This is an optimization exercise on Yosys and OpenROAD, whose aim is small area and a short achievable clock period, not a production implementation. Function was checked by simulation only, so behaviour that the tests miss may differ from the original. Power is estimated from default activity; no workload was simulated.

## flow/design.v (module list and top-level ports; edited modules follow where they fit)
// module thumb_decoder: 78 lines
// module barrel_shifter: 42 lines
// module mul_rows: 1718 lines
// module rows_sum: 337 lines
// module reg_file: 30 lines
// module thumb_core: 169 lines
module thumb_core (
    input  logic   rst,
    input  logic   reset,
    input  thumb_isa_pkg::cmd_t   cmd_i,
    input  logic   cmd_valid_i,
    output core_types_pkg::wb_t    wb_o,
    output core_types_pkg::flags_t flags_o
);
  // ...
==> flow/flow/run.sh <==
#!/bin/bash
set -euo pipefail
MARGIN=6.5
bash standard.sh "SETUP_SLACK_MARGIN=$MARGIN" \
    "BUFFER_PORTS_ARGS=-buffer_cell sky130_fd_sc_hd__buf_4" finish > make_finish.log 2>&1
==> flow/standard.sh <==
#!/bin/bash
# synth_recipe.tcl (not shown) runs the flow's synth.tcl, then flattens the netlist and writes it again
# the make line also repeats each setting of config.mk as NAME=value (left out here)
make -C /OpenROAD-flow-scripts/flow DESIGN_CONFIG=/design/flow/config.mk WORK_HOME=/design/flow/orfs CLKGATE_MAP_FILE= SYNTH_SCRIPT=/design/flow/synth_recipe.tcl "${@:-finish}"
==> flow/config.mk <==
export PLATFORM = sky130hd
export DESIGN_NAME = thumb_core
export DESIGN_NICKNAME = thumb_core
export VERILOG_FILES = /design/flow/design.v
export SDC_FILE = /design/flow/constraint.sdc
export NUM_CORES = 4
export LEC_CHECK = 0
export CAP_MARGIN = 20
export CORE_MARGIN = 2
export CORE_UTILIZATION = 50
export SLEW_MARGIN = 20
==> flow/constraint.sdc <==
create_clock -name core_clock -period 13.5 [get_ports {rst}]
set_input_delay 2.7000 -clock core_clock [delete_from_list [all_inputs] [get_ports {rst}]]
set_output_delay 2.7000 -clock core_clock [all_outputs]
set_load 0.01 [all_outputs]
==> results.json, run 1 <==
{
  "p_sw_mw": 3.41,
  "reg_top3": "u_regs.regs (256), row_q (121), nm_q (32)",
  "stdcell_count": 5793,
  "multi_input_gates": 3227,
  "post_synth_fa_ha_maj_area_fraction_pct": 16.4,
  "crit_chain": "or2_4 -> fa_2 -> inv_2 -> fa_1 -> inv_2 -> ha_4 -> a21oi_2 -> o211ai_1 -> a41o_1 -> o31ai_4 -> buf_12 -> nand3_4 -> nand2_4 -> clkinvlp_4 -> buf_12 -> mux2_4 -> buf_6",
  "cpPeakStageDelay_ns": 0.57,
  "layout_setup_ws_ns": 5.99,
  "grt_pass1_wl_um": 279000,
  "skew_ns": 0.0341,
  "cts_max_level": 2,
  "busiest_layer": "met2",
  "maxCapViolCount": 0,
  "path_clk_slew_ns": 0.06,
  "synth_cell_types": 121,
  "grtUsageMet3_pct": 19.6,
  "synth_seq_cells": 424,
  "final_common_cell": "buf_4",
  "dpl.cell_count": 5320,
  "num_rows": 103,
  "postLayoutCellArea_mm2": 0.0502,
  "whs_ns": 0.571,
  "taps": 1050,
  "multi_input_area_mm2": 0.0286,
  "synthFlopType": "edfxtp_1",
  "finalPower_mw": 7.41,
  "synth.yosys.seq_area_share_pct": 27.9,
  "peakVddDrop_uv": 162,
  "top_layer_used": "met5",
  "powerComb_mw": 4.15,
  "r2r_start": "nm_q[14]",
  "power_leader": "combinational cells",
  "relSlewSlack_pct": 18.0,
  "cts_tree": "done",
  "yosys.area_share.simple_pct": 12.6,
  "remaining_drc_errors": 0,
  "syn_area_per_cell_um2": 8.92,
  "outcome": "complete, no violations",
  "port_buffers": 59,
  "nonClkBufAreaFrac_pct": 11.4
}
==> module rows_sum, before the edit <==
module rows_sum (
    input  logic [3:0][31:0] r,
    input  logic [2:0] x,
    output logic [31:0] sum,
    output logic        carry,   
    output logic        zero
);
    logic [31:0] a, b;
    logic t622;
    logic u623;
    logic t624;
    logic u625;
    logic t626;
    logic u627;
    logic t628;
    logic u629;
    logic t630;
    logic u631;
    logic t632;
    logic u633;
    logic t634;
    logic u635;
    logic t636;
    logic u637;
    logic t638;
    logic u639;
    logic t640;
    logic u641;
    logic t642;
    logic u643;
    logic t644;
    logic u645;
    logic t646;
    logic u647;
    logic t648;
    logic u649;
    logic t650;
    logic u651;
    logic t652;
    logic u653;
    logic t654;
    logic u655;
    logic t656;
    logic u657;
    logic t658;
    logic u659;
    logic t660;
    logic u661;
    logic t662;
    logic u663;
    logic t664;
    logic u665;
    logic t666;
    logic u667;
    logic t668;
    logic u669;
    logic t670;
    logic u671;
    logic t672;
    logic u673;
    logic t674;
    logic u675;
    logic t676;
    logic u677;
    logic t678;
    logic u679;
    logic t680;
    logic u681;
    logic t682;
    logic u683;
    logic t684;
    logic u685;
    logic t686;
    logic u687;
    logic t688;
    logic u689;
    logic t690;
    logic u691;
    logic t692;
    logic u693;
    logic t694;
    logic u695;
    logic t696;
    logic u697;
    logic t698;
    logic u699;
    logic t700;
    logic u701;
    logic t702;
    logic u703;
    logic t704;
    logic u705;
    logic t706;
    logic u707;
    logic t708;
    logic u709;
    logic t710;
    logic u711;
    logic t712;
    logic u713;
    logic t714;
    logic u715;
    logic t716;
    logic u717;
    logic t718;
    logic u719;
    logic t720;
    logic u721;
    logic t722;
    logic u723;
    logic t724;
    logic u725;
    logic t726;
    logic u727;
    logic t728;
    logic u729;
    logic t730;
    logic u731;
    logic t732;
    logic u733;
    logic t734;
    logic u735;
    logic t736;
    logic u737;
    logic t738;
    logic u739;
    logic t740;
    logic u741;
    logic t742;
    logic u743;
    logic t744;
    logic u745;
    logic t746;
    logic u747;
    logic t748;
    logic u749;
    logic t750;
    logic u751;
    assign t622 = r[0][0] ^ r[1][0] ^ r[2][0];
    assign u623 = (r[0][0] & r[1][0]) | (r[0][0] & r[2][0]) | (r[1][0] & r[2][0]);
    assign t624 = r[0][1] ^ r[1][1] ^ r[2][1];
    assign u625 = (r[0][1] & r[1][1]) | (r[0][1] & r[2][1]) | (r[1][1] & r[2][1]);
    assign t626 = r[3][1] ^ u623;
    assign u627 = r[3][1] & u623;
    assign t628 = r[0][2] ^ r[1][2] ^ r[2][2];
    assign u629 = (r[0][2] & r[1][2]) | (r[0][2] & r[2][2]) | (r[1][2] & r[2][2]);
    assign t630 = r[3][2] ^ u625 ^ t628;
    assign u631 = (r[3][2] & u625) | (r[3][2] & t628) | (u625 & t628);
    assign t632 = r[0][3] ^ r[1][3] ^ r[2][3];
    assign u633 = (r[0][3] & r[1][3]) | (r[0][3] & r[2][3]) | (r[1][3] & r[2][3]);
    assign t634 = r[3][3] ^ u629 ^ t632;
    assign u635 = (r[3][3] & u629) | (r[3][3] & t632) | (u629 & t632);
    assign t636 = r[0][4] ^ r[1][4] ^ r[2][4];
    assign u637 = (r[0][4] & r[1][4]) | (r[0][4] & r[2][4]) | (r[1][4] & r[2][4]);
    assign t638 = r[3][4] ^ u633 ^ t636;
    assign u639 = (r[3][4] & u633) | (r[3][4] & t636) | (u633 & t636);
    assign t640 = r[0][5] ^ r[1][5] ^ r[2][5];
    assign u641 = (r[0][5] & r[1][5]) | (r[0][5] & r[2][5]) | (r[1][5] & r[2][5]);
    assign t642 = r[3][5] ^ u637 ^ t640;
    assign u643 = (r[3][5] & u637) | (r[3][5] & t640) | (u637 & t640);
    assign t644 = r[0][6] ^ r[1][6] ^ r[2][6];
    assign u645 = (r[0][6] & r[1][6]) | (r[0][6] & r[2][6]) | (r[1][6] & r[2][6]);
    assign t646 = r[3][6] ^ u641 ^ t644;
    assign u647 = (r[3][6] & u641) | (r[3][6] & t644) | (u641 & t644);
    assign t648 = r[0][7] ^ r[1][7] ^ r[2][7];
    assign u649 = (r[0][7] & r[1][7]) | (r[0][7] & r[2][7]) | (r[1][7] & r[2][7]);
    assign t650 = r[3][7] ^ u645 ^ t648;
    assign u651 = (r[3][7] & u645) | (r[3][7] & t648) | (u645 & t648);
    assign t652 = r[0][8] ^ r[1][8] ^ r[2][8];
    assign u653 = (r[0][8] & r[1][8]) | (r[0][8] & r[2][8]) | (r[1][8] & r[2][8]);
    assign t654 = r[3][8] ^ u649 ^ t652;
    assign u655 = (r[3][8] & u649) | (r[3][8] & t652) | (u649 & t652);
    assign t656 = r[0][9] ^ r[1][9] ^ r[2][9];
    assign u657 = (r[0][9] & r[1][9]) | (r[0][9] & r[2][9]) | (r[1][9] & r[2][9]);
    assign t658 = r[3][9] ^ u653 ^ t656;
    assign u659 = (r[3][9] & u653) | (r[3][9] & t656) | (u653 & t656);
    assign t660 = r[0][10] ^ r[1][10] ^ r[2][10];
    assign u661 = (r[0][10] & r[1][10]) | (r[0][10] & r[2][10]) | (r[1][10] & r[2][10]);
    assign t662 = r[3][10] ^ u657 ^ t660;
    assign u663 = (r[3][10] & u657) | (r[3][10] & t660) | (u657 & t660);
    assign t664 = r[0][11] ^ r[1][11] ^ r[2][11];
    assign u665 = (r[0][11] & r[1][11]) | (r[0][11] & r[2][11]) | (r[1][11] & r[2][11]);
    assign t666 = r[3][11] ^ u661 ^ t664;
    assign u667 = (r[3][11] & u661) | (r[3][11] & t664) | (u661 & t664);
    assign t668 = r[0][12] ^ r[1][12] ^ r[2][12];
    assign u669 = (r[0][12] & r[1][12]) | (r[0][12] & r[2][12]) | (r[1][12] & r[2][12]);
    assign t670 = r[3][12] ^ u665 ^ t668;
    assign u671 = (r[3][12] & u665) | (r[3][12] & t668) | (u665 & t668);
    assign t672 = r[0][13] ^ r[1][13] ^ r[2][13];
    assign u673 = (r[0][13] & r[1][13]) | (r[0][13] & r[2][13]) | (r[1][13] & r[2][13]);
    assign t674 = r[3][13] ^ u669 ^ t672;
    assign u675 = (r[3][13] & u669) | (r[3][13] & t672) | (u669 & t672);
    assign t676 = r[0][14] ^ r[1][14] ^ r[2][14];
    assign u677 = (r[0][14] & r[1][14]) | (r[0][14] & r[2][14]) | (r[1][14] & r[2][14]);
    assign t678 = r[3][14] ^ u673 ^ t676;
    assign u679 = (r[3][14] & u673) | (r[3][14] & t676) | (u673 & t676);
    assign t680 = r[0][15] ^ r[1][15] ^ r[2][15];
    assign u681 = (r[0][15] & r[1][15]) | (r[0][15] & r[2][15]) | (r[1][15] & r[2][15]);
    assign t682 = r[3][15] ^ u677 ^ t680;
    assign u683 = (r[3][15] & u677) | (r[3][15] & t680) | (u677 & t680);
    assign t684 = r[0][16] ^ r[1][16] ^ r[2][16];
    assign u685 = (r[0][16] & r[1][16]) | (r[0][16] & r[2][16]) | (r[1][16] & r[2][16]);
    assign t686 = r[3][16] ^ u681 ^ t684;
    assign u687 = (r[3][16] & u681) | (r[3][16] & t684) | (u681 & t684);
    assign t688 = r[0][17] ^ r[1][17] ^ r[2][17];
    assign u689 = (r[0][17] & r[1][17]) | (r[0][17] & r[2][17]) | (r[1][17] & r[2][17]);
    assign t690 = r[3][17] ^ u685 ^ t688;
    assign u691 = (r[3][17] & u685) | (r[3][17] & t688) | (u685 & t688);
    assign t692 = r[0][18] ^ r[1][18] ^ r[2][18];
    assign u693 = (r[0][18] & r[1][18]) | (r[0][18] & r[2][18]) | (r[1][18] & r[2][18]);
    assign t694 = r[3][18] ^ u689 ^ t692;
    assign u695 = (r[3][18] & u689) | (r[3][18] & t692) | (u689 & t692);
    assign t696 = r[0][19] ^ r[1][19] ^ r[2][19];
    assign u697 = (r[0][19] & r[1][19]) | (r[0][19] & r[2][19]) | (r[1][19] & r[2][19]);
    assign t698 = r[3][19] ^ u693 ^ t696;
    assign u699 = (r[3][19] & u693) | (r[3][19] & t696) | (u693 & t696);
    assign t700 = r[0][20] ^ r[1][20] ^ r[2][20];
    assign u701 = (r[0][20] & r[1][20]) | (r[0][20] & r[2][20]) | (r[1][20] & r[2][20]);
    assign t702 = r[3][20] ^ u697 ^ t700;
    assign u703 = (r[3][20] & u697) | (r[3][20] & t700) | (u697 & t700);
    assign t704 = r[0][21] ^ r[1][21] ^ r[2][21];
    assign u705 = (r[0][21] & r[1][21]) | (r[0][21] & r[2][21]) | (r[1][21] & r[2][21]);
    assign t706 = r[3][21] ^ u701 ^ t704;
    assign u707 = (r[3][21] & u701) | (r[3][21] & t704) | (u701 & t704);
    assign t708 = r[0][22] ^ r[1][22] ^ r[2][22];
    assign u709 = (r[0][22] & r[1][22]) | (r[0][22] & r[2][22]) | (r[1][22] & r[2][22]);
    assign t710 = r[3][22] ^ u705 ^ t708;
    assign u711 = (r[3][22] & u705) | (r[3][22] & t708) | (u705 & t708);
    assign t712 = r[0][23] ^ r[1][23] ^ r[2][23];
    assign u713 = (r[0][23] & r[1][23]) | (r[0][23] & r[2][23]) | (r[1][23] & r[2][23]);
    assign t714 = r[3][23] ^ u709 ^ t712;
    assign u715 = (r[3][23] & u709) | (r[3][23] & t712) | (u709 & t712);
    assign t716 = r[0][24] ^ r[1][24] ^ r[2][24];
    assign u717 = (r[0][24] & r[1][24]) | (r[0][24] & r[2][24]) | (r[1][24] & r[2][24]);
    assign t718 = r[3][24] ^ u713 ^ t716;
    assign u719 = (r[3][24] & u713) | (r[3][24] & t716) | (u713 & t716);
    assign t720 = r[0][25] ^ r[1][25] ^ r[2][25];
    assign u721 = (r[0][25] & r[1][25]) | (r[0][25] & r[2][25]) | (r[1][25] & r[2][25]);
    assign t722 = r[3][25] ^ u717 ^ t720;
    assign u723 = (r[3][25] & u717) | (r[3][25] & t720) | (u717 & t720);
    assign t724 = r[0][26] ^ r[1][26] ^ r[2][26];
    assign u725 = (r[0][26] & r[1][26]) | (r[0][26] & r[2][26]) | (r[1][26] & r[2][26]);
    assign t726 = r[3][26] ^ u721 ^ t724;
    assign u727 = (r[3][26] & u721) | (r[3][26] & t724) | (u721 & t724);
    assign t728 = r[0][27] ^ r[1][27] ^ r[2][27];
    assign u729 = (r[0][27] & r[1][27]) | (r[0][27] & r[2][27]) | (r[1][27] & r[2][27]);
    assign t730 = r[3][27] ^ u725 ^ t728;
    assign u731 = (r[3][27] & u725) | (r[3][27] & t728) | (u725 & t728);
    assign t732 = r[0][28] ^ r[1][28] ^ r[2][28];
    assign u733 = (r[0][28] & r[1][28]) | (r[0][28] & r[2][28]) | (r[1][28] & r[2][28]);
    assign t734 = r[3][28] ^ u729 ^ t732;
    assign u735 = (r[3][28] & u729) | (r[3][28] & t732) | (u729 & t732);
    assign t736 = r[0][29] ^ r[1][29] ^ r[2][29];
    assign u737 = (r[0][29] & r[1][29]) | (r[0][29] & r[2][29]) | (r[1][29] & r[2][29]);
    assign t738 = r[3][29] ^ u733 ^ t736;
    assign u739 = (r[3][29] & u733) | (r[3][29] & t736) | (u733 & t736);
    assign t740 = r[0][30] ^ r[1][30] ^ r[2][30];
    assign u741 = (r[0][30] & r[1][30]) | (r[0][30] & r[2][30]) | (r[1][30] & r[2][30]);
    assign t742 = r[3][30] ^ u737 ^ t740;
    assign u743 = (r[3][30] & u737) | (r[3][30] & t740) | (u737 & t740);
    assign t744 = r[0][31] ^ r[1][31] ^ r[2][31];
    assign u745 = (r[0][31] & r[1][31]) | (r[0][31] & r[2][31]) | (r[1][31] & r[2][31]);
    assign t746 = r[3][31] ^ x[0] ^ x[1];
    assign u747 = (r[3][31] & x[0]) | (r[3][31] & x[1]) | (x[0] & x[1]);
    assign t748 = x[2] ^ u741 ^ t744;
    assign u749 = (x[2] & u741) | (x[2] & t744) | (u741 & t744);
    assign t750 = t746 ^ u743;
    assign u751 = t746 & u743;
    assign a[0] = r[3][0];
    assign b[0] = t622;
    assign a[1] = t624;
    assign b[1] = t626;
    assign a[2] = u627;
    assign b[2] = t630;
    assign a[3] = u631;
    assign b[3] = t634;
    assign a[4] = u635;
    assign b[4] = t638;
    assign a[5] = u639;
    assign b[5] = t642;
    assign a[6] = u643;
    assign b[6] = t646;
    assign a[7] = u647;
    assign b[7] = t650;
    assign a[8] = u651;
    assign b[8] = t654;
    assign a[9] = u655;
    assign b[9] = t658;
    assign a[10] = u659;
    assign b[10] = t662;
    assign a[11] = u663;
    assign b[11] = t666;
    assign a[12] = u667;
    assign b[12] = t670;
    assign a[13] = u671;
    assign b[13] = t674;
    assign a[14] = u675;
    assign b[14] = t678;
    assign a[15] = u679;
    assign b[15] = t682;
    assign a[16] = u683;
    assign b[16] = t686;
    assign a[17] = u687;
    assign b[17] = t690;
    assign a[18] = u691;
    assign b[18] = t694;
    assign a[19] = u695;
    assign b[19] = t698;
    assign a[20] = u699;
    assign b[20] = t702;
    assign a[21] = u703;
    assign b[21] = t706;
    assign a[22] = u707;
    assign b[22] = t710;
    assign a[23] = u711;
    assign b[23] = t714;
    assign a[24] = u715;
    assign b[24] = t718;
    assign a[25] = u719;
    assign b[25] = t722;
    assign a[26] = u723;
    assign b[26] = t726;
    assign a[27] = u727;
    assign b[27] = t730;
    assign a[28] = u731;
    assign b[28] = t734;
    assign a[29] = u735;
    assign b[29] = t738;
    assign a[30] = u739;
    assign b[30] = t742;
    assign a[31] = t748;
    assign b[31] = t750;
    logic cpa_c;
    assign {cpa_c, sum} = {1'b0, a} + {1'b0, b};
    assign carry = cpa_c | u745 | u747 | u749 | u751;
    assign zero = &((a ^ b) ~^ {(a[30:0] | b[30:0]), 1'b0});
endmodule
==> inputs of run 2 (changes only) <==
--- a/flow/design.v
+++ b/flow/design.v
@@ -2209,5 +2209,280 @@
     assign b[31] = t750;
     logic cpa_c;
-    assign {cpa_c, sum} = {1'b0, a} + {1'b0, b};
+    logic [31:0] pg0, pp0;
+    assign pg0 = a & b;
+    assign pp0 = a ^ b;
+    logic sg0_1, sp0_1;
+    assign sg0_1 = pg0[1] | (pp0[1] & pg0[0]);
+    assign sp0_1 = pp0[1] & pp0[0];
+    logic sg0_3, sp0_3;
+    assign sg0_3 = pg0[3] | (pp0[3] & pg0[2]);
+    assign sp0_3 = pp0[3] & pp0[2];
+    logic sg0_5, sp0_5;
+    assign sg0_5 = pg0[5] | (pp0[5] & pg0[4]);
+    assign sp0_5 = pp0[5] & pp0[4];
+    logic sg0_7, sp0_7;
+    assign sg0_7 = pg0[7] | (pp0[7] & pg0[6]);
+    assign sp0_7 = pp0[7] & pp0[6];
+    logic sg0_9, sp0_9;
+    assign sg0_9 = pg0[9] | (pp0[9] & pg0[8]);
+    assign sp0_9 = pp0[9] & pp0[8];
+    logic sg0_11, sp0_11;
+    assign sg0_11 = pg0[11] | (pp0[11] & pg0[10]);
+    assign sp0_11 = pp0[11] & pp0[10];
+    logic sg0_13, sp0_13;
+    assign sg0_13 = pg0[13] | (pp0[13] & pg0[12]);
+    assign sp0_13 = pp0[13] & pp0[12];
+    logic sg0_15, sp0_15;
+    assign sg0_15 = pg0[15] | (pp0[15] & pg0[14]);
+    assign sp0_15 = pp0[15] & pp0[14];
+    logic sg0_17, sp0_17;
+    assign sg0_17 = pg0[17] | (pp0[17] & pg0[16]);
+    assign sp0_17 = pp0[17] & pp0[16];
+    logic sg0_19, sp0_19;
+    assign sg0_19 = pg0[19] | (pp0[19] & pg0[18]);
+    assign sp0_19 = pp0[19] & pp0[18];
+    logic sg0_21, sp0_21;
+    assign sg0_21 = pg0[21] | (pp0[21] & pg0[20]);
+    assign sp0_21 = pp0[21] & pp0[20];
+    logic sg0_23, sp0_23;
+    assign sg0_23 = pg0[23] | (pp0[23] & pg0[22]);
+    assign sp0_23 = pp0[23] & pp0[22];
+    logic sg0_25, sp0_25;
+    assign sg0_25 = pg0[25] | (pp0[25] & pg0[24]);
+    assign sp0_25 = pp0[25] & pp0[24];
+    logic sg0_27, sp0_27;
+    assign sg0_27 = pg0[27] | (pp0[27] & pg0[26]);
+    assign sp0_27 = pp0[27] & pp0[26];
+    logic sg0_29, sp0_29;
+    assign sg0_29 = pg0[29] | (pp0[29] & pg0[28]);
+    assign sp0_29 = pp0[29] & pp0[28];
+    logic sg0_31, sp0_31;
+    assign sg0_31 = pg0[31] | (pp0[31] & pg0[30]);
+    assign sp0_31 = pp0[31] & pp0[30];
+    logic sg1_2, sp1_2;
+    assign sg1_2 = pg0[2] | (pp0[2] & sg0_1);
+    assign sp1_2 = pp0[2] & sp0_1;
+    logic sg1_3, sp1_3;
+    assign sg1_3 = sg0_3 | (sp0_3 & sg0_1);
+    assign sp1_3 = sp0_3 & sp0_1;
+    logic sg1_6, sp1_6;
+    assign sg1_6 = pg0[6] | (pp0[6] & sg0_5);
+    assign sp1_6 = pp0[6] & sp0_5;
+    logic sg1_7, sp1_7;
+    assign sg1_7 = sg0_7 | (sp0_7 & sg0_5);
+    assign sp1_7 = sp0_7 & sp0_5;
+    logic sg1_10, sp1_10;
+    assign sg1_10 = pg0[10] | (pp0[10] & sg0_9);
+    assign sp1_10 = pp0[10] & sp0_9;
+    logic sg1_11, sp1_11;
+    assign sg1_11 = sg0_11 | (sp0_11 & sg0_9);
+    assign sp1_11 = sp0_11 & sp0_9;
+    logic sg1_14, sp1_14;
+    assign sg1_14 = pg0[14] | (pp0[14] & sg0_13);
+    assign sp1_14 = pp0[14] & sp0_13;
+    logic sg1_15, sp1_15;
+    assign sg1_15 = sg0_15 | (sp0_15 & sg0_13);
+    assign sp1_15 = sp0_15 & sp0_13;
+    logic sg1_18, sp1_18;
+    assign sg1_18 = pg0[18] | (pp0[18] & sg0_17);
+    assign sp1_18 = pp0[18] & sp0_17;
+    logic sg1_19, sp1_19;
+    assign sg1_19 = sg0_19 | (sp0_19 & sg0_17);
+    assign sp1_19 = sp0_19 & sp0_17;
+    logic sg1_22, sp1_22;
+    assign sg1_22 = pg0[22] | (pp0[22] & sg0_21);
+    assign sp1_22 = pp0[22] & sp0_21;
+    logic sg1_23, sp1_23;
+    assign sg1_23 = sg0_23 | (sp0_23 & sg0_21);
+    assign sp1_23 = sp0_23 & sp0_21;
+    logic sg1_26, sp1_26;
+    assign sg1_26 = pg0[26] | (pp0[26] & sg0_25);
+    assign sp1_26 = pp0[26] & sp0_25;
+    logic sg1_27, sp1_27;
+    assign sg1_27 = sg0_27 | (sp0_27 & sg0_25);
+    assign sp1_27 = sp0_27 & sp0_25;
+    logic sg1_30, sp1_30;
+    assign sg1_30 = pg0[30] | (pp0[30] & sg0_29);
+    assign sp1_30 = pp0[30] & sp0_29;
+    logic sg1_31, sp1_31;
+    assign sg1_31 = sg0_31 | (sp0_31 & sg0_29);
+    assign sp1_31 = sp0_31 & sp0_29;
+    logic sg2_4, sp2_4;
+    assign sg2_4 = pg0[4] | (pp0[4] & sg1_3);
+    assign sp2_4 = pp0[4] & sp1_3;
+    logic sg2_5, sp2_5;
+    assign sg2_5 = sg0_5 | (sp0_5 & sg1_3);
+    assign sp2_5 = sp0_5 & sp1_3;
+    logic sg2_6, sp2_6;
+    assign sg2_6 = sg1_6 | (sp1_6 & sg1_3);
+    assign sp2_6 = sp1_6 & sp1_3;
+    logic sg2_7, sp2_7;
+    assign sg2_7 = sg1_7 | (sp1_7 & sg1_3);
+    assign sp2_7 = sp1_7 & sp1_3;
+    logic sg2_12, sp2_12;
+    assign sg2_12 = pg0[12] | (pp0[12] & sg1_11);
+    assign sp2_12 = pp0[12] & sp1_11;
+    logic sg2_13, sp2_13;
+    assign sg2_13 = sg0_13 | (sp0_13 & sg1_11);
+    assign sp2_13 = sp0_13 & sp1_11;
+    logic sg2_14, sp2_14;
+    assign sg2_14 = sg1_14 | (sp1_14 & sg1_11);
+    assign sp2_14 = sp1_14 & sp1_11;
+    logic sg2_15, sp2_15;
+    assign sg2_15 = sg1_15 | (sp1_15 & sg1_11);
+    assign sp2_15 = sp1_15 & sp1_11;
+    logic sg2_20, sp2_20;
+    assign sg2_20 = pg0[20] | (pp0[20] & sg1_19);
+    assign sp2_20 = pp0[20] & sp1_19;
+    logic sg2_21, sp2_21;
+    assign sg2_21 = sg0_21 | (sp0_21 & sg1_19);
+    assign sp2_21 = sp0_21 & sp1_19;
+    logic sg2_22, sp2_22;
+    assign sg2_22 = sg1_22 | (sp1_22 & sg1_19);
+    assign sp2_22 = sp1_22 & sp1_19;
+    logic sg2_23, sp2_23;
+    assign sg2_23 = sg1_23 | (sp1_23 & sg1_19);
+    assign sp2_23 = sp1_23 & sp1_19;
+    logic sg2_28, sp2_28;
+    assign sg2_28 = pg0[28] | (pp0[28] & sg1_27);
+    assign sp2_28 = pp0[28] & sp1_27;
+    logic sg2_29, sp2_29;
+    assign sg2_29 = sg0_29 | (sp0_29 & sg1_27);
+    assign sp2_29 = sp0_29 & sp1_27;
+    logic sg2_30, sp2_30;
+    assign sg2_30 = sg1_30 | (sp1_30 & sg1_27);
+    assign sp2_30 = sp1_30 & sp1_27;
+    logic sg2_31, sp2_31;
+    assign sg2_31 = sg1_31 | (sp1_31 & sg1_27);
+    assign sp2_31 = sp1_31 & sp1_27;
+    logic sg3_8, sp3_8;
+    assign sg3_8 = pg0[8] | (pp0[8] & sg2_7);
+    assign sp3_8 = pp0[8] & sp2_7;
+    logic sg3_9, sp3_9;
+    assign sg3_9 = sg0_9 | (sp0_9 & sg2_7);
+    assign sp3_9 = sp0_9 & sp2_7;
+    logic sg3_10, sp3_10;
+    assign sg3_10 = sg1_10 | (sp1_10 & sg2_7);
+    assign sp3_10 = sp1_10 & sp2_7;
+    logic sg3_11, sp3_11;
+    assign sg3_11 = sg1_11 | (sp1_11 & sg2_7);
+    assign sp3_11 = sp1_11 & sp2_7;
+    logic sg3_12, sp3_12;
+    assign sg3_12 = sg2_12 | (sp2_12 & sg2_7);
+    assign sp3_12 = sp2_12 & sp2_7;
+    logic sg3_13, sp3_13;
+    assign sg3_13 = sg2_13 | (sp2_13 & sg2_7);
+    assign sp3_13 = sp2_13 & sp2_7;
+    logic sg3_14, sp3_14;
+    assign sg3_14 = sg2_14 | (sp2_14 & sg2_7);
+    assign sp3_14 = sp2_14 & sp2_7;
+    logic sg3_15, sp3_15;
+    assign sg3_15 = sg2_15 | (sp2_15 & sg2_7);
+    assign sp3_15 = sp2_15 & sp2_7;
+    logic sg3_24, sp3_24;
+    assign sg3_24 = pg0[24] | (pp0[24] & sg2_23);
+    assign sp3_24 = pp0[24] & sp2_23;
+    logic sg3_25, sp3_25;
+    assign sg3_25 = sg0_25 | (sp0_25 & sg2_23);
+    assign sp3_25 = sp0_25 & sp2_23;
+    logic sg3_26, sp3_26;
+    assign sg3_26 = sg1_26 | (sp1_26 & sg2_23);
+    assign sp3_26 = sp1_26 & sp2_23;
+    logic sg3_27, sp3_27;
+    assign sg3_27 = sg1_27 | (sp1_27 & sg2_23);
+    assign sp3_27 = sp1_27 & sp2_23;
+    logic sg3_28, sp3_28;
+    assign sg3_28 = sg2_28 | (sp2_28 & sg2_23);
+    assign sp3_28 = sp2_28 & sp2_23;
+    logic sg3_29, sp3_29;
+    assign sg3_29 = sg2_29 | (sp2_29 & sg2_23);
+    assign sp3_29 = sp2_29 & sp2_23;
+    logic sg3_30, sp3_30;
+    assign sg3_30 = sg2_30 | (sp2_30 & sg2_23);
+    assign sp3_30 = sp2_30 & sp2_23;
+    logic sg3_31, sp3_31;
+    assign sg3_31 = sg2_31 | (sp2_31 & sg2_23);
+    assign sp3_31 = sp2_31 & sp2_23;
+    logic sg4_16, sp4_16;
+    assign sg4_16 = pg0[16] | (pp0[16] & sg3_15);
+    assign sp4_16 = pp0[16] & sp3_15;
+    logic sg4_17, sp4_17;
+    assign sg4_17 = sg0_17 | (sp0_17 & sg3_15);
+    assign sp4_17 = sp0_17 & sp3_15;
+    logic sg4_18, sp4_18;
+    assign sg4_18 = sg1_18 | (sp1_18 & sg3_15);
+    assign sp4_18 = sp1_18 & sp3_15;
+    logic sg4_19, sp4_19;
+    assign sg4_19 = sg1_19 | (sp1_19 & sg3_15);
+    assign sp4_19 = sp1_19 & sp3_15;
+    logic sg4_20, sp4_20;
+    assign sg4_20 = sg2_20 | (sp2_20 & sg3_15);
+    assign sp4_20 = sp2_20 & sp3_15;
+    logic sg4_21, sp4_21;
+    assign sg4_21 = sg2_21 | (sp2_21 & sg3_15);
+    assign sp4_21 = sp2_21 & sp3_15;
+    logic sg4_22, sp4_22;
+    assign sg4_22 = sg2_22 | (sp2_22 & sg3_15);
+    assign sp4_22 = sp2_22 & sp3_15;
+    logic sg4_23, sp4_23;
+    assign sg4_23 = sg2_23 | (sp2_23 & sg3_15);
+    assign sp4_23 = sp2_23 & sp3_15;
+    logic sg4_24, sp4_24;
+    assign sg4_24 = sg3_24 | (sp3_24 & sg3_15);
+    assign sp4_24 = sp3_24 & sp3_15;
+    logic sg4_25, sp4_25;
+    assign sg4_25 = sg3_25 | (sp3_25 & sg3_15);
+    assign sp4_25 = sp3_25 & sp3_15;
+    logic sg4_26, sp4_26;
+    assign sg4_26 = sg3_26 | (sp3_26 & sg3_15);
+    assign sp4_26 = sp3_26 & sp3_15;
+    logic sg4_27, sp4_27;
+    assign sg4_27 = sg3_27 | (sp3_27 & sg3_15);
+    assign sp4_27 = sp3_27 & sp3_15;
+    logic sg4_28, sp4_28;
+    assign sg4_28 = sg3_28 | (sp3_28 & sg3_15);
+    assign sp4_28 = sp3_28 & sp3_15;
+    logic sg4_29, sp4_29;
+    assign sg4_29 = sg3_29 | (sp3_29 & sg3_15);
+    assign sp4_29 = sp3_29 & sp3_15;
+    logic sg4_30, sp4_30;
+    assign sg4_30 = sg3_30 | (sp3_30 & sg3_15);
+    assign sp4_30 = sp3_30 & sp3_15;
+    logic sg4_31, sp4_31;
+    assign sg4_31 = sg3_31 | (sp3_31 & sg3_15);
+    assign sp4_31 = sp3_31 & sp3_15;
+    assign sum[0] = pp0[0];
+    assign sum[1] = pp0[1] ^ pg0[0];
+    assign sum[2] = pp0[2] ^ sg0_1;
+    assign sum[3] = pp0[3] ^ sg1_2;
+    assign sum[4] = pp0[4] ^ sg1_3;
+    assign sum[5] = pp0[5] ^ sg2_4;
+    assign sum[6] = pp0[6] ^ sg2_5;
+    assign sum[7] = pp0[7] ^ sg2_6;
+    assign sum[8] = pp0[8] ^ sg2_7;
+    assign sum[9] = pp0[9] ^ sg3_8;
+    assign sum[10] = pp0[10] ^ sg3_9;
+    assign sum[11] = pp0[11] ^ sg3_10;
+    assign sum[12] = pp0[12] ^ sg3_11;
+    assign sum[13] = pp0[13] ^ sg3_12;
+    assign sum[14] = pp0[14] ^ sg3_13;
+    assign sum[15] = pp0[15] ^ sg3_14;
+    assign sum[16] = pp0[16] ^ sg3_15;
+    assign sum[17] = pp0[17] ^ sg4_16;
+    assign sum[18] = pp0[18] ^ sg4_17;
+    assign sum[19] = pp0[19] ^ sg4_18;
+    assign sum[20] = pp0[20] ^ sg4_19;
+    assign sum[21] = pp0[21] ^ sg4_20;
+    assign sum[22] = pp0[22] ^ sg4_21;
+    assign sum[23] = pp0[23] ^ sg4_22;
+    assign sum[24] = pp0[24] ^ sg4_23;
+    assign sum[25] = pp0[25] ^ sg4_24;
+    assign sum[26] = pp0[26] ^ sg4_25;
+    assign sum[27] = pp0[27] ^ sg4_26;
+    assign sum[28] = pp0[28] ^ sg4_27;
+    assign sum[29] = pp0[29] ^ sg4_28;
+    assign sum[30] = pp0[30] ^ sg4_29;
+    assign sum[31] = pp0[31] ^ sg4_30;
+    assign cpa_c = sg4_31;
     assign carry = cpa_c | u745 | u747 | u749 | u751;
     assign zero = &((a ^ b) ~^ {(a[30:0] | b[30:0]), 1'b0});
==> flow/run.sh (new file) <==
#!/bin/bash
# synth_recipe.tcl (not shown) runs the flow's synth.tcl, then flattens the netlist and writes it again
# the make line also repeats each setting of config.mk as NAME=value (left out here)
make -C /OpenROAD-flow-scripts/flow DESIGN_CONFIG=/design/flow/config.mk WORK_HOME=/design/flow/orfs CLKGATE_MAP_FILE= SYNTH_SCRIPT=/design/flow/synth_recipe.tcl finish
--- a/flow/config.mk
+++ b/flow/config.mk
@@ -9,3 +9,4 @@
 export CORE_MARGIN = 2
 export CORE_UTILIZATION = 50
+export SETUP_SLACK_MARGIN = 5
 export SLEW_MARGIN = 20
removed: flow/flow/run.sh
removed: flow/standard.sh
==> results.json, run 2 <==
{
  "outcome": "complete, no violations",
  "synth.most_common_cell": "inv_1",
  "cts_hold_buf": 0,
  "first_global_vias": 34753,
  "synth_top_area_cell": "edfxtp_1",
  "track_usage_pct": 43.3,
  "antenna_left": 0,
  "synthFlopType": "edfxtp_1",
  "netlist_area_mm2": 0.0388,
  "synthCells": 4285,
  "largest_register_ffs": 256,
  "ys_warn_count": 5,
  "drt_first_pass_iters": 9,
  "final_common_cell": "inv_1",
  "numCtsBuffers": 49,
  "path_clk_slew_ns": 0.06,
  "p_leak_nw": 16.8,
  "synth.yosys.seq_area_share_pct": 28.5,
  "gp_congestion": 1.01,
  "regArea_mm2": 0.0111,
  "antenna_found_initial": 8,
  "synth_cell_types": 123,
  "die_area_mm2": 0.0799,
  "clock_path_buffers": 3,
  "vias_per_cell": 6.96,
  "cts.sinks": 424,
  "synth_seq_cells": 424,
  "drt_iter0_drc": 6361,
  "cp_data_arrival_time_ns": 5.73,
  "peakVddDrop_uv": 109,
  "drive_above_1_share_pct": 12.8,
  "timing.setup.tns_ns": 0,
  "cp_num_buf_inv": 4,
  "path_common_cell": "inv_1",
  "required_ns": 10.80,
  "post-dp-hpwl_um": 124000,
  "areaGrowthSynthToFinish_pct": 10.9,
  "synth_common_cells": "inv_1 (354), nand2_1 (320), edfxtp_1 (256), clkbuf_1 (239), a21oi_1 (234)",
  "worstSetupPathType": "flip-flop to output port",
  "postLayoutCellArea_mm2": 0.0431,
  "initial_utilization_pct": 50.3,
  "synth_edf_count": 256,
  "top_level_ports": 61,
  "cpPeakStageDelay_ns": 0.55,
  "vias": 36866,
  "hold_violations": 0,
  "core_area_mm2": 0.0772,
  "syn_area_per_cell_um2": 9.06,
  "root_buffer": "clkbuf_16",
  "worst_setup_path_start_kind": "flip-flop",
  "reg_top3": "u_regs.regs (256), row_q (121), nm_q (32)",
  "fin_crit_ns": 8.43,
  "crit_chain": "or2_2 -> fa_1 -> inv_1 -> fa_1 -> inv_1 -> ha_1 -> and2_1 -> a221o_1 -> or2_2 -> or3_4 -> fa_2 -> xnor2_4 -> inv_1 -> clkdlybuf4s50_1",
  "die_y_um": 283,
  "grt_pass1_wl_um": 248000,
  "port_buffers": 59,
  "cpLargestDelayFamily": "adder cells",
  "insertion_delay_ns": 0.65,
  "critical_path.endpoint_type": "output port",
  "layout.cells.most_common_list": "inv_1 (347), nand2_1 (316), edfxtp_1 (256)",
  "fin_crit_sh_pct": 62.5,
  "grt_overflow": 0,
  "syn_nets": 4715,
  "worstMarginPinSlew_ns": 1.10,
  "critical_path_peak_fanout": 9,
  "synthTopCellsByArea": "edfxtp_1 (20%), fa_1 (11%), dfxtp_1 (8.7%), ha_1 (6.6%), xnor2_1 (4.4%)",
  "die_x_um": 283,
  "remaining_drc_errors": 0,
  "multi_input_area_mm2": 0.0254,
  "cts_max_level": 2,
  "skew_ns": 0.0411,
  "fillCellCount": 7021,
  "relSlewSlack_pct": 26.6,
  "cts_tree": "done",
  "placed_area_mm2": 0.0405,
  "nNetsFinal": 4641,
  "async_flop_share_pct": 0,
  "finalWirelength_um": 175000,
  "netlist.area_leader.share_pct": 19.8,
  "maxCapViolCount": 0,
  "whs_ns": 0.588,
  "fmax_mhz": 119,
  "powerDensity_mw_per_mm2": 135,
  "final-setup-viol-count": 0,
  "wl_per_cell_um": 33.1,
  "hp-class": "flip-flop to flip-flop",
  "maxSlewViolCount": 0,
  "largest_register": "u_regs.regs",
  "cpMaxStageDelayCell": "fa_1",
  "grt_max_degree": 64,
  "rsz0062_at_grt": "yes",
  "num_rows": 102
}
-- run 2: cell count changes in the layout (fill, tap and decap cells not counted), moves of 42 or more --
cell             previous run  this run
buf_4                     435       177
mux2i_1                    56        98
o21ai_0                   157       209
buf_12                     56         5
buf_6                      63         9
a21oi_1                   180       229
ha_1                      158       201
clkdlybuf4s50_1             0        53
-- run 2: path summary, 6_finish.rpt --
check / startpoint / endpoint / slack (ns) / depth (start not counted)
worst max register to register: nm_q[14] / row_q[126] / 5.27 / 26
worst min-delay path: z_hold_q / z_hold_q / 0.59 / 3
worst min register to register: z_hold_q / z_hold_q / 0.59 / 3
worst max-delay path: nm_q[14] / wb_o[17] / 5.07 / 14
-- run 2: tightest hold or removal path: stages, from the launching register on --
cell	delay (ns)
dfxtp_1	0.30
inv_1	0.04
o21ai_0	0.08
nor2b_1	0.13
-- run 2: cell type report --
class                   count  area share (%)
repair buffers            254            5.02
inverters                 382            3.44
multi-input cells        3100            58.9
diodes                      6          0.0349
well taps                1040            3.02
clock inverters            30           0.938
flip-flops and latches    424            25.7
clock buffers              58            3.02
-- run 2: logic make-up after synthesis --
group | count (synthesis) | share of synthesized area [%]
simple gates | 963 | 12.2
mux | 143 | 4.00
compound gates | 1330 | 24.3
fa+ha+maj | 411 | 17.2
buf+inv | 763 | 7.98
flops | 424 | 28.5
other cells | 1 | 0.00966
xor+xnor | 250 | 5.81
-- run 2: power breakdown --
| part | total, mW | internal, mW | switching, mW |
|---|---|---|---|
| registers | 1.72 | 1.59 | 0.138 |
| logic | 2.64 | 0.823 | 1.82 |
| clock network | 1.44 | 0.844 | 0.596 |
| total | 5.80 | 3.25 | 2.55 |
-- run 2: metal layers --
| metal | routed length [µm] | vias up | GRT usage [%] |
|---|---|---|---|
| li1 | - | 15523 | - |
| met1 | 62700 | 17731 | 54.5 |
| met2 | 73000 | 2877 | 63.3 |
| met3 | 24700 | 727 | 13.2 |
| met4 | 14700 | 8 | 30.6 |
| met5 | 54 | - | 0 |
-- run 2: stage by stage --
stage               total power [mW]  instances  worst slack, ns  util (%)
global route                    5.95       5288             4.94      55.8
global placement                4.16       5157             3.13      52.4
CTS                             5.62       5269             5.01      55.2
finish                          5.80       5294             5.07      55.8
detailed placement              4.15       5158             3.18      52.4
floorplan                       3.10       4285             5.24         -
-- run 2: what timing repair did --
action / 4_1_cts / 5_1_grt
pin swaps: 10 / 3
gates resized for setup: 64 / 66
endpoints found under the setup margin: 110 / 74
gates cloned: 2 / 0
buffers inserted: 21 / 19
==> inputs of run 3 (changes only) <==
--- a/flow/config.mk
+++ b/flow/config.mk
@@ -8,5 +8,5 @@
 export CAP_MARGIN = 20
 export CORE_MARGIN = 2
-export CORE_UTILIZATION = 50
+export CORE_UTILIZATION = 45
 export SETUP_SLACK_MARGIN = 5
 export SLEW_MARGIN = 20
==> results.json, run 3 <==
{
  "first_global_vias": 34214,
  "syn_area_per_cell_um2": 9.06,
  "cts_hold_buf": 0,
  "synth_top_area_cell": "edfxtp_1",
  "grt_overflow": 0,
  "p_leak_nw": 16.9,
  "timing.setup.tns_ns": 0,
  "drive_above_1_share_pct": 12.7,
  "hold_violations": 0,
  "insertion_delay_ns": 0.65,
  "cp_data_arrival_time_ns": 5.77,
  "gr-usage-met2_pct": 56.3,
  "grt_max_degree": 64,
  "synthFlopType": "edfxtp_1",
  "synthCells": 4285,
  "drt_iter0_drc": 6573,
  "post-dp-hpwl_um": 123000,
  "netlist.area_leader.share_pct": 19.8,
  "top_level_ports": 61,
  "critical_path_peak_fanout": 7,
  "worstMarginPinSlew_ns": 1.28,
  "rrSetupSlack_ns": 5.11,
  "largest_register": "u_regs.regs",
  "required_ns": 10.80,
  "synth-xor-area-share_pct": 5.81,
  "die_area_mm2": 0.0887,
  "use_met1_pct": 49.5,
  "post_synth_fa_ha_maj_area_fraction_pct": 17.2,
  "hp-class": "flip-flop to flip-flop",
  "synth_seq_cells": 424,
  "min_to": "v_hold_q",
  "ys_warn_count": 5,
  "min_from": "v_hold_q",
  "yosys.area_share.simple_pct": 12.2,
  "rsz0062_at_grt": "yes",
  "track_usage_pct": 38.2,
  "relSlewSlack_pct": 13.8,
  "numCtsBuffers": 50,
  "synth.most_common_cell": "inv_1",
  "fin_crit_sh_pct": 62.8,
  "grtUsageMet3_pct": 10.2,
  "final-setup-viol-count": 0,
  "cts_tree": "done",
  "regArea_mm2": 0.0111,
  "synth_edf_count": 256,
  "synth_common_cells": "inv_1 (354), nand2_1 (320), edfxtp_1 (256), clkbuf_1 (239), a21oi_1 (234)",
  "die_x_um": 298,
  "worstSetupPathType": "flip-flop to output port",
  "initial_utilization_pct": 45.5,
  "num_rows": 107,
  "cts_max_level": 2,
  "netlist_area_mm2": 0.0388,
  "root_buffer": "clkbuf_16",
  "nNetsFinal": 4659,
  "maxCapViolCount": 0,
  "drt_first_pass_iters": 9,
  "syn_nets": 4715,
  "final_util_pct": 50.8,
  "gp_congestion": 0.994,
  "busiest_layer": "met2",
  "synth_compound_area_share_pct": 24.3,
  "largest_register_ffs": 256,
  "synth.yosys.seq_area_share_pct": 28.5,
  "finalWirelength_um": 174000,
  "whs_path_depth": 3,
  "areaGrowthSynthToFinish_pct": 11.5,
  "r2r-end": "row_q[124]",
  "powerDensity_mw_per_mm2": 133,
  "wl_per_cell_um": 32.2,
  "fin_crit_ns": 8.47,
  "remaining_drc_errors": 0,
  "r2r_start": "nm_q[13]",
  "synth_cell_types": 123,
  "antenna_found_initial": 9,
  "cts.sinks": 424,
  "port_buffers": 59,
  "vias_per_cell": 6.80,
  "critical_path.endpoint_type": "output port",
  "fmax_mhz": 118,
  "final_common_cell": "inv_1",
  "die_y_um": 298,
  "maxSlewViolCount": 0,
  "antenna_left": 0,
  "grt_pass1_wl_um": 247000,
  "synth_mux_area_share_pct": 4.00,
  "worst_setup_path_start_kind": "flip-flop",
  "reg_top3": "u_regs.regs (256), row_q (121), nm_q (32)",
  "outcome": "complete, no violations",
  "async_flop_share_pct": 0,
  "peakVddDrop_uv": 103,
  "layout.cells.most_common_list": "inv_1 (349), nand2_1 (318), edfxtp_1 (256)",
  "path_clk_slew_ns": 0.05,
  "reg2reg_depth": 24,
  "core_area_mm2": 0.0853,
  "multi_input_area_mm2": 0.0254,
  "synth_top_family_by_area": "compound AO/OA/AOI/OAI gates",
  "skew_ns": 0.0256,
  "fillCellCount": 7948,
  "vias": 36823,
  "clock_path_buffers": 3,
  "synthTopCellsByArea": "edfxtp_1 (20%), fa_1 (11%), dfxtp_1 (8.7%), ha_1 (6.6%), xnor2_1 (4.4%)"
}
[run 3: worst max path at each step]
stage / start / endpoint / slack [ns] / cells after the start
after CTS: nm_q[15] / flags_o[1] / 4.94 / 14
after global placement: cmd_i[6] / nm_q[18] / 3.00 / 20
final: nm_q[13] / wb_o[28] / 5.03 / 13
after detailed placement: cmd_i[6] / nm_q[18] / 2.94 / 20
after floorplan: cmd_i[14] / row_q[126] / 5.24 / 22
after global routing: cmd_i[14] / nm_q[25] / 4.97 / 23
[run 3: critical path: stages (launching register included)]
cell and delay [ns]:
dfxtp_1 0.41, or2_2 0.35, fa_1 0.48, inv_1 0.05, fa_1 0.54, inv_1 0.05, ha_1 0.38, a21o_1 0.29
a221o_1 0.41, o21ai_4 0.25, nand4_1 0.22, a31oi_1 0.53, and2_1 0.50, clkdlybuf4s50_1 0.65
[run 3: layout make-up]
cell class / count / share of cell area, %
antenna: 3 / 0.0173
sequential: 424 / 25.5
multi-input combinational: 3100 / 58.5
clock buffer: 63 / 3.17
inverter: 382 / 3.43
tap: 1144 / 3.31
timing repair buffer: 271 / 5.32
clock inverter: 31 / 0.694
[run 3: power breakdown]
group / total, mW / internal [mW] / switching, mW
Sequential: 1.73 / 1.59 / 0.141
Clock: 1.40 / 0.797 / 0.602
Combinational: 2.63 / 0.820 / 1.81
Total: 5.76 / 3.20 / 2.55
[run 3: metal layers]
metal,wire length [µm],vias up
li1,-,15534
met1,64500,17799
met2,73300,2838
met3,22800,644
met4,13500,8
met5,54,-
[run 3: cells by family after synthesis]
| logic type | count (synthesis) |
|---|---|
| compound gates | 1330 |
| xor+xnor | 250 |
| fa+ha+maj | 411 |
| buf+inv | 763 |
| flops | 424 |
| mux | 143 |
| other cells | 1 |
| simple gates | 963 |
[run 3: repair_timing]
item                                    in CTS  in global routing
setup buffers                               20                 43
resized for setup                           53                 70
pin swaps                                   11                  6
endpoints found under the setup margin     113                 69
gates cloned                                 2                  0
[run 3: per-stage QoR]
stage,hold WS (ns),instance area [µm²],setup slack [ns],power [mW],std cells
3_5_place_dp,0.579,40600,2.94,4.16,5256
5_1_grt,0.638,43300,4.97,5.91,5416
2_1_floorplan,0.554,38800,5.24,3.10,4285
4_1_cts,0.590,42700,4.94,5.59,5372
3_3_place_gp,0.571,40600,3.00,4.16,5256
6_report,0.581,43300,5.03,5.76,5418
==> inputs of run 4 (changes only) <==
==> flow/flow/run.sh (new file) <==
#!/bin/bash
set -euo pipefail
MARGIN=6
bash standard.sh "SETUP_SLACK_MARGIN=$MARGIN" \
    "BUFFER_PORTS_ARGS=-buffer_cell sky130_fd_sc_hd__buf_4" finish > make_finish.log 2>&1
==> flow/standard.sh (new file) <==
#!/bin/bash
# synth_recipe.tcl (not shown) runs the flow's synth.tcl, then flattens the netlist and writes it again
# the make line also repeats each setting of config.mk as NAME=value (left out here)
make -C /OpenROAD-flow-scripts/flow DESIGN_CONFIG=/design/flow/config.mk WORK_HOME=/design/flow/orfs CLKGATE_MAP_FILE= SYNTH_SCRIPT=/design/flow/synth_recipe.tcl "${@:-finish}"
--- a/flow/config.mk
+++ b/flow/config.mk
@@ -8,5 +8,4 @@
 export CAP_MARGIN = 20
 export CORE_MARGIN = 2
-export CORE_UTILIZATION = 45
-export SETUP_SLACK_MARGIN = 5
+export CORE_UTILIZATION = 50
 export SLEW_MARGIN = 20
removed: flow/run.sh
==> results.json, run 4 <==
{
  "outcome": "complete, no violations",
  "required_ns": 13.99,
  "synthFlopType": "edfxtp_1",
  "multi_input_area_mm2": 0.0265,
  "die_y_um": 283,
  "wl_per_cell_um": 34.6,
  "reg_top3": "u_regs.regs (256), row_q (121), nm_q (32)",
  "synth_top_area_cell": "edfxtp_1",
  "final_util_pct": 58.5,
  "grt_pass1_wl_um": 259000,
  "root_buffer": "clkbuf_16",
  "numCtsBuffers": 48,
  "remaining_drc_errors": 0,
  "final_common_cell": "inv_1",
  "min_to": "z_hold_q",
  "fin_crit_sh_pct": 57.3,
  "vias_per_cell": 7.12,
  "grt_max_degree": 64,
  "initial_utilization_pct": 50.3,
  "drive_above_1_share_pct": 19.9,
  "netlist_area_mm2": 0.0388,
  "synthCells": 4285,
  "netlist.area_leader.share_pct": 19.8,
  "largest_register": "u_regs.regs",
  "cts.sinks": 424,
  "finalWirelength_um": 187000,
  "fin_crit_ns": 7.74,
  "cts_max_level": 2,
  "async_flop_share_pct": 0,
  "synthTopCellsByArea": "edfxtp_1 (20%), fa_1 (11%), dfxtp_1 (8.7%), ha_1 (6.6%), xnor2_1 (4.4%)",
  "relSlewSlack_pct": 18.7,
  "synth_seq_cells": 424,
  "synth_edf_count": 256,
  "die_area_mm2": 0.0799,
  "rrSetupSlack_ns": 5.86,
  "antenna_left": 0,
  "path_clk_slew_ns": 0.06,
  "areaGrowthSynthToFinish_pct": 16.2,
  "maxSlewViolCount": 0,
  "clock_path_buffers": 3,
  "fillCellCount": 6890,
  "ys_warn_count": 5,
  "insertion_delay_ns": 0.65,
  "worst_setup_path_start_kind": "primary input",
  "grt_overflow": 0,
  "peakVddDrop_uv": 129,
  "rsz0062_at_grt": "yes",
  "stdcell_count": 5406,
  "antenna_found_initial": 12,
  "core_area_mm2": 0.0772,
  "critical_path.endpoint_type": "flip-flop",
  "synth_cell_types": 123,
  "drt_first_pass_iters": 11,
  "timing.setup.tns_ns": 0,
  "dpl.cell_count": 5152,
  "maxCapViolCount": 0,
  "p_leak_nw": 17.7,
  "die_x_um": 283,
  "hp-class": "flip-flop to flip-flop",
  "min_from": "z_hold_q",
  "num_rows": 102,
  "critical_path_peak_fanout": 26,
  "top_level_ports": 61,
  "hold_violations": 0,
  "vias": 38513,
  "synth_common_cells": "inv_1 (354), nand2_1 (320), edfxtp_1 (256), clkbuf_1 (239), a21oi_1 (234)",
  "syn_nets": 4715,
  "gp_congestion": 1.01,
  "final-setup-viol-count": 0,
  "port_buffers": 59,
  "first_global_vias": 35369,
  "regArea_mm2": 0.0111,
  "post-dp-hpwl_um": 129000,
  "largest_register_ffs": 256,
  "layout.cells.most_common_list": "inv_1 (335), nand2_1 (304), buf_4 (296)",
  "synth.most_common_cell": "inv_1",
  "powerDensity_mw_per_mm2": 133,
  "synth.yosys.seq_area_share_pct": 28.5,
  "fmax_mhz": 129,
  "whs_path_depth": 3,
  "r2r-end": "row_q[62]",
  "skew_ns": 0.0388,
  "finalPower_mw": 6.00,
  "drt_iter0_drc": 6959,
  "nNetsFinal": 4754,
  "track_usage_pct": 45.5,
  "cts_tree": "done",
  "cp_data_arrival_time_ns": 8.22,
  "r2r_start": "nm_q[7]",
  "worstSetupPathType": "primary input to flip-flop",
  "reg2reg_depth": 24,
  "syn_area_per_cell_um2": 9.06,
  "worstMarginPinSlew_ns": 1.21
}
-- run 4: cell count changes in the layout (fill, tap and decap cells not counted), sizes merged, moves of 2 or more --
cell	previous run	this run
clkdlybuf4s50	52	0
clkinv	28	23
dlygate4sd2	2	0
or3	19	23
clkbuf	64	67
buf	213	359
bufinv	4	2
dlymetal6s2s	2	0
nand2	321	323
-- run 4: final cells by class --
cell class	count	area share [%]
multi-input combinational	3106	58.6
sequential	424	24.6
timing repair buffer	362	7.01
inverter	382	3.39
clock buffer	64	2.95
tap	1040	2.88
clock inverter	25	0.538
antenna	3	0.0166
-- run 4: metal layers --
layer	share of wire, %	global-route usage, %	wire length [µm]
met3	14	14.7	26900
met4	9.0	32.6	16800
met2	41	65.1	76100
met5	0.068	0	128
met1	36	57.6	67200
-- run 4: how the worst max path moves through the flow --
stage	startpoint	slack (ns)	end	cells after the start
detailed placement	cmd_i[14]	4.28	nm_q[2]	20
CTS	nm_q[13]	5.90	flags_o[3]	15
global route	nm_q[15]	5.79	row_q[62]	23
finish	cmd_i[13]	5.76	row_q[62]	20
floorplan	cmd_i[14]	5.95	row_q[62]	21
global placement	cmd_i[14]	4.23	nm_q[2]	20
-- run 4: kinds of logic (layout without fill, tap and decap cells) --
kind of cell / after synthesis / count (layout) / synth area share, %
AOI/OAI and AO/OA: 1330 / 1330 / 24.3
xor gates and xnor gates: 250 / 251 / 5.81
DFF: 424 / 424 / 28.5
and+or+nand+nor: 963 / 969 / 12.2
buffers and inverters: 763 / 833 / 7.98
adders and majority gates: 411 / 411 / 17.2
other: 1 / 4 / 0.00966
muxes: 143 / 144 / 4.00
-- run 4: power breakdown --
group / internal (mW) / leakage, nW / switching (mW)
combinational: 0.957 / 12.9 / 1.95
clock: 0.739 / 0.771 / 0.605
sequential: 1.59 / 3.98 / 0.162
total: 3.29 / 17.7 / 2.71
-- run 4: what timing repair did --
item                       CTS  global route
setup endpoints to repair  128            89
gates cloned                 3             9
pin swaps                   52            58
hold endpoints to repair     0             0
buffers inserted            80            70
hold buffers                 0             0
resized for setup          245           192
-- run 4: worst max-delay path, cell delays in order --
cell	delay (ns)
buf_4	0.16
mux2i_2	0.19
o21a_4	0.29
buf_6	0.20
nor3_1	0.88
a22o_1	0.27
a21oi_1	0.05
o2111ai_2	0.10
buf_4	0.49
inv_2	0.05
buf_4	0.34
xnor2_1	0.29
a22o_1	0.16
nand2_1	0.09
fa_1	0.45
fa_1	0.49
inv_1	0.05
fa_1	0.48
ha_1	0.28
o21bai_1	0.15
-- run 4: metrics by stage --
stage / hold WS, ns / worst slack, ns / cell area [µm²]
after floorplan: 0.554 / 5.95 / 39100
after global placement: 0.575 / 4.23 / 40400
after detailed placement: 0.582 / 4.28 / 40400
after CTS: 0.594 / 5.90 / 43700
after global routing: 0.638 / 5.79 / 45100
final: 0.590 / 5.76 / 45100
==> inputs of run 5 (changes only) <==
==> flow/flow/run.sh (replaced) <==
#!/bin/bash
set -euo pipefail
MARGIN=7
bash standard.sh "SETUP_SLACK_MARGIN=$MARGIN" \
    "BUFFER_PORTS_ARGS=-buffer_cell sky130_fd_sc_hd__buf_4" finish > make_finish.log 2>&1
==> results.json, run 5 <==
{
  "path_depth": 16,
  "syn_nets": 4715,
  "grt_max_degree": 64,
  "critical_path.endpoint_type": "output port",
  "final-setup-viol-count": 0,
  "synth.yosys.seq_area_share_pct": 28.5,
  "numCtsBuffers": 51,
  "wl_per_cell_um": 33.8,
  "synth_compound_area_share_pct": 24.3,
  "root_buffer": "clkbuf_16",
  "synthTopCellsByArea": "edfxtp_1 (20%), fa_1 (11%), dfxtp_1 (8.7%), ha_1 (6.6%), xnor2_1 (4.4%)",
  "synth_edf_count": 256,
  "worstMarginPinSlew_ns": 1.18,
  "timing.setup.tns_ns": 0,
  "fillCellCount": 6187,
  "core_area_mm2": 0.0772,
  "use_met1_pct": 59.9,
  "critical_path_peak_fanout": 4,
  "cpPeakStageDelay_ns": 0.65,
  "largest_register_ffs": 256,
  "initial_utilization_pct": 50.3,
  "r2r_start": "row_q[13]",
  "num_rows": 102,
  "top_level_ports": 61,
  "p_leak_nw": 19.4,
  "maxCapViolCount": 0,
  "post-dp-hpwl_um": 124000,
  "regArea_mm2": 0.0111,
  "vias_per_cell": 7.09,
  "reg2reg_depth": 29,
  "insertion_delay_ns": 0.64,
  "synth_common_cells": "inv_1 (354), nand2_1 (320), edfxtp_1 (256), clkbuf_1 (239), a21oi_1 (234)",
  "synth_top_family_by_area": "compound AO/OA/AOI/OAI gates",
  "dp_slack_ns": 4.06,
  "port_buffers": 59,
  "areaGrowthSynthToFinish_pct": 29.4,
  "finalWirelength_um": 190000,
  "synth_mux_area_share_pct": 4.00,
  "synth_seq_cells": 424,
  "relSlewSlack_pct": 20.0,
  "multi_input_area_mm2": 0.0288,
  "stdcell_count": 5623,
  "die_area_mm2": 0.0799,
  "netlist.area_leader.share_pct": 19.8,
  "whs_ns": 0.569,
  "skew_ns": 0.0233,
  "r2r-end": "row_q[59]",
  "busiest_layer": "met2",
  "cts_tree": "done",
  "layout_setup_ws_ns": 5.80,
  "drt_iter0_drc": 7543,
  "cp_data_arrival_time_ns": 5.00,
  "drt_first_pass_iters": 7,
  "reg_top3": "u_regs.regs (256), row_q (121), nm_q (32)",
  "post_synth_fa_ha_maj_area_fraction_pct": 17.2,
  "layout.cells.most_common_list": "buf_4 (396), nand2_1 (302), inv_1 (280)",
  "path_clk_slew_ns": 0.06,
  "nNetsFinal": 4968,
  "largest_register": "u_regs.regs",
  "remaining_drc_errors": 0,
  "cpLargestDelayFamily": "adder cells",
  "synth-xor-area-share_pct": 5.81,
  "grt_pass1_wl_um": 261000,
  "synthFlopType": "edfxtp_1",
  "worst_setup_path_start_kind": "flip-flop",
  "critPathLaunch": "row_q[13]",
  "grtUsageMet3_pct": 16.5,
  "hp-class": "flip-flop to flip-flop",
  "cpMaxStageDelayCell": "fa_2",
  "synth.most_common_cell": "inv_1",
  "vias": 39891,
  "required_ns": 10.80,
  "gp_congestion": 0.991,
  "die_y_um": 283,
  "yosys.area_share.simple_pct": 12.2,
  "peakVddDrop_uv": 127,
  "finalPower_mw": 6.66,
  "synth_top_area_cell": "edfxtp_1",
  "ys_warn_count": 5,
  "fmax_mhz": 130,
  "clock_path_buffers": 3,
  "syn_area_per_cell_um2": 9.06,
  "rsz0062_at_grt": "yes",
  "hold_violations": 0,
  "track_usage_pct": 45.7,
  "rrSetupSlack_ns": 5.81,
  "grt_overflow": 0,
  "maxSlewViolCount": 0,
  "netlist_area_mm2": 0.0388,
  "dpl.cell_count": 5141,
  "crit_chain": "or2_4 -> fa_1 -> inv_2 -> fa_2 -> inv_2 -> ha_4 -> a21o_4 -> a221o_2 -> buf_6 -> o21ai_4 -> a31oi_4 -> or4_4 -> and2_4 -> buf_12 -> mux2_4 -> buf_6",
  "worstSetupPathType": "flip-flop to output port",
  "endpoint": "flags_o[3]",
  "cp_num_buf_inv": 5,
  "async_flop_share_pct": 0,
  "cts_hold_buf": 0,
  "cts_max_level": 2,
  "cts.sinks": 424,
  "antenna_found_initial": 10,
  "synthCells": 4285,
  "drive_above_1_share_pct": 31.3,
  "powerDensity_mw_per_mm2": 133,
  "first_global_vias": 36190,
  "outcome": "complete, no violations",
  "fin_crit_ns": 7.70,
  "antenna_left": 0,
  "fin_crit_sh_pct": 57.1,
  "die_x_um": 283,
  "synth_cell_types": 123,
  "final_common_cell": "buf_4",
  "gr-usage-met2_pct": 62.2
}
-- run 5: area by class of cell --
type / count / share of cell area, %
multi-input cells: 3106 / 57.2
flip-flops and latches: 424 / 22.1
diodes: 5 / 0.0249
clock inverters: 27 / 0.760
repair buffers: 571 / 11.4
repair inverters: 2 / 0.0274
inverters: 382 / 3.14
clock buffers: 66 / 2.75
well taps: 1040 / 2.59
-- run 5: cells by family after synthesis --
family,Yosys count
flip-flops,424
other,1
adder cells (fa/ha/maj),411
XOR/XNOR,250
AO/OA/AOI/OAI,1330
AND/OR/NAND/NOR,963
buffers and inverters,763
multiplexers,143
-- run 5: where the power goes --
group	total, mW	internal [mW]	switching [mW]	leakage (nW)
clock network	1.48	0.878	0.604	0.854
logic	3.45	1.30	2.15	14.6
registers	1.73	1.59	0.136	3.98
-- run 5: repair_timing --
action | CTS | global route
setup endpoints to repair | 171 | 138
gates cloned | 20 | 7
setup buffers | 227 | 130
hold endpoints to repair | 0 | 0
resized for setup | 699 | 257
pin swaps | 190 | 131
-- run 5: tightest hold or removal path: cells and delay by family (launching register included) --
kind                   cells  cell delay (ns)
and+or+nand+nor            1             0.11
AOI/OAI and AO/OA          1             0.05
buffers and inverters      1             0.06
DFF                        1             0.30
-- run 5: worst min-delay path by stage --
| stage | startpoint | endpoint | slack (ns) | cells after the start |
|---|---|---|---|---|
| 2_1_floorplan | z_hold_q | z_hold_q | 0.55 | 3 |
| 3_3_place_gp | n_hold_q | n_hold_q | 0.57 | 2 |
| 3_5_place_dp | n_hold_q | n_hold_q | 0.57 | 2 |
| 4_1_cts | z_hold_q | z_hold_q | 0.57 | 3 |
| 5_1_grt | z_hold_q | z_hold_q | 0.60 | 3 |
| 6_report | z_hold_q | z_hold_q | 0.57 | 3 |
-- run 5: routing by layer --
layer  part of all wire [%]  routed length, µm  vias to the layer above
met5                   0.12                231                        -
met4                    8.9              16900                       12
met3                     16              30700                      923
met2                     39              74200                     3610
met1                     36              68100                    19118
li1                       -                  -                    16228
-- run 5: stage by stage --
| step | cell area (µm²) | utilization (%) |
|---|---|---|
| global route | 50200 | 65.1 |
| global placement | 40600 | 52.6 |
| detailed placement | 40700 | 52.6 |
| finish | 50200 | 65.1 |
| CTS | 47800 | 61.9 |
| floorplan | 39500 | - |

-- re-timing with driven ports --
How much do the figures lean on ideal ports? The routed layouts below were timed once more, with nothing changed but the port constraints.
Step 1: set_driving_cell puts a clkbuf_16 on rst and a buf_2 on each other input, an assumption about the parent block.
Step 2 also shifts input and output timing later by t, the mid clock arrival at the registers, as if the neighbouring blocks saw the same clock.
Three values: no drivers, after step 1, after step 2; two values: the first two.
run | shift t [ns] | slack for setup (ns) | worst hold slack (ns) | worst data-port slew with drivers (ns)
run 1 | 0.710 | 5.990 / 5.916 / 5.586 | 0.571 / 0.571 / 0.571 | 0.19
run 2 | 0.703 | 5.067 / 4.990 / 4.460 | 0.588 / 0.588 / 0.588 | 0.08
run 3 | 0.718 | 5.027 / 4.947 / 4.434 | 0.581 / 0.581 / 0.581 | 0.06
run 4 | 0.698 | 5.762 / 5.744 / 5.046 | 0.590 / 0.590 / 0.590 | 0.14
run 5 | 0.701 | 5.796 / 5.721 / 5.125 | 0.569 / 0.569 / 0.569 | 0.28
After both steps every run listed still meets setup and hold. The setup slack of run 4, which loses most, moves by -0.018 ns with the drivers and by -0.716 ns with both steps.
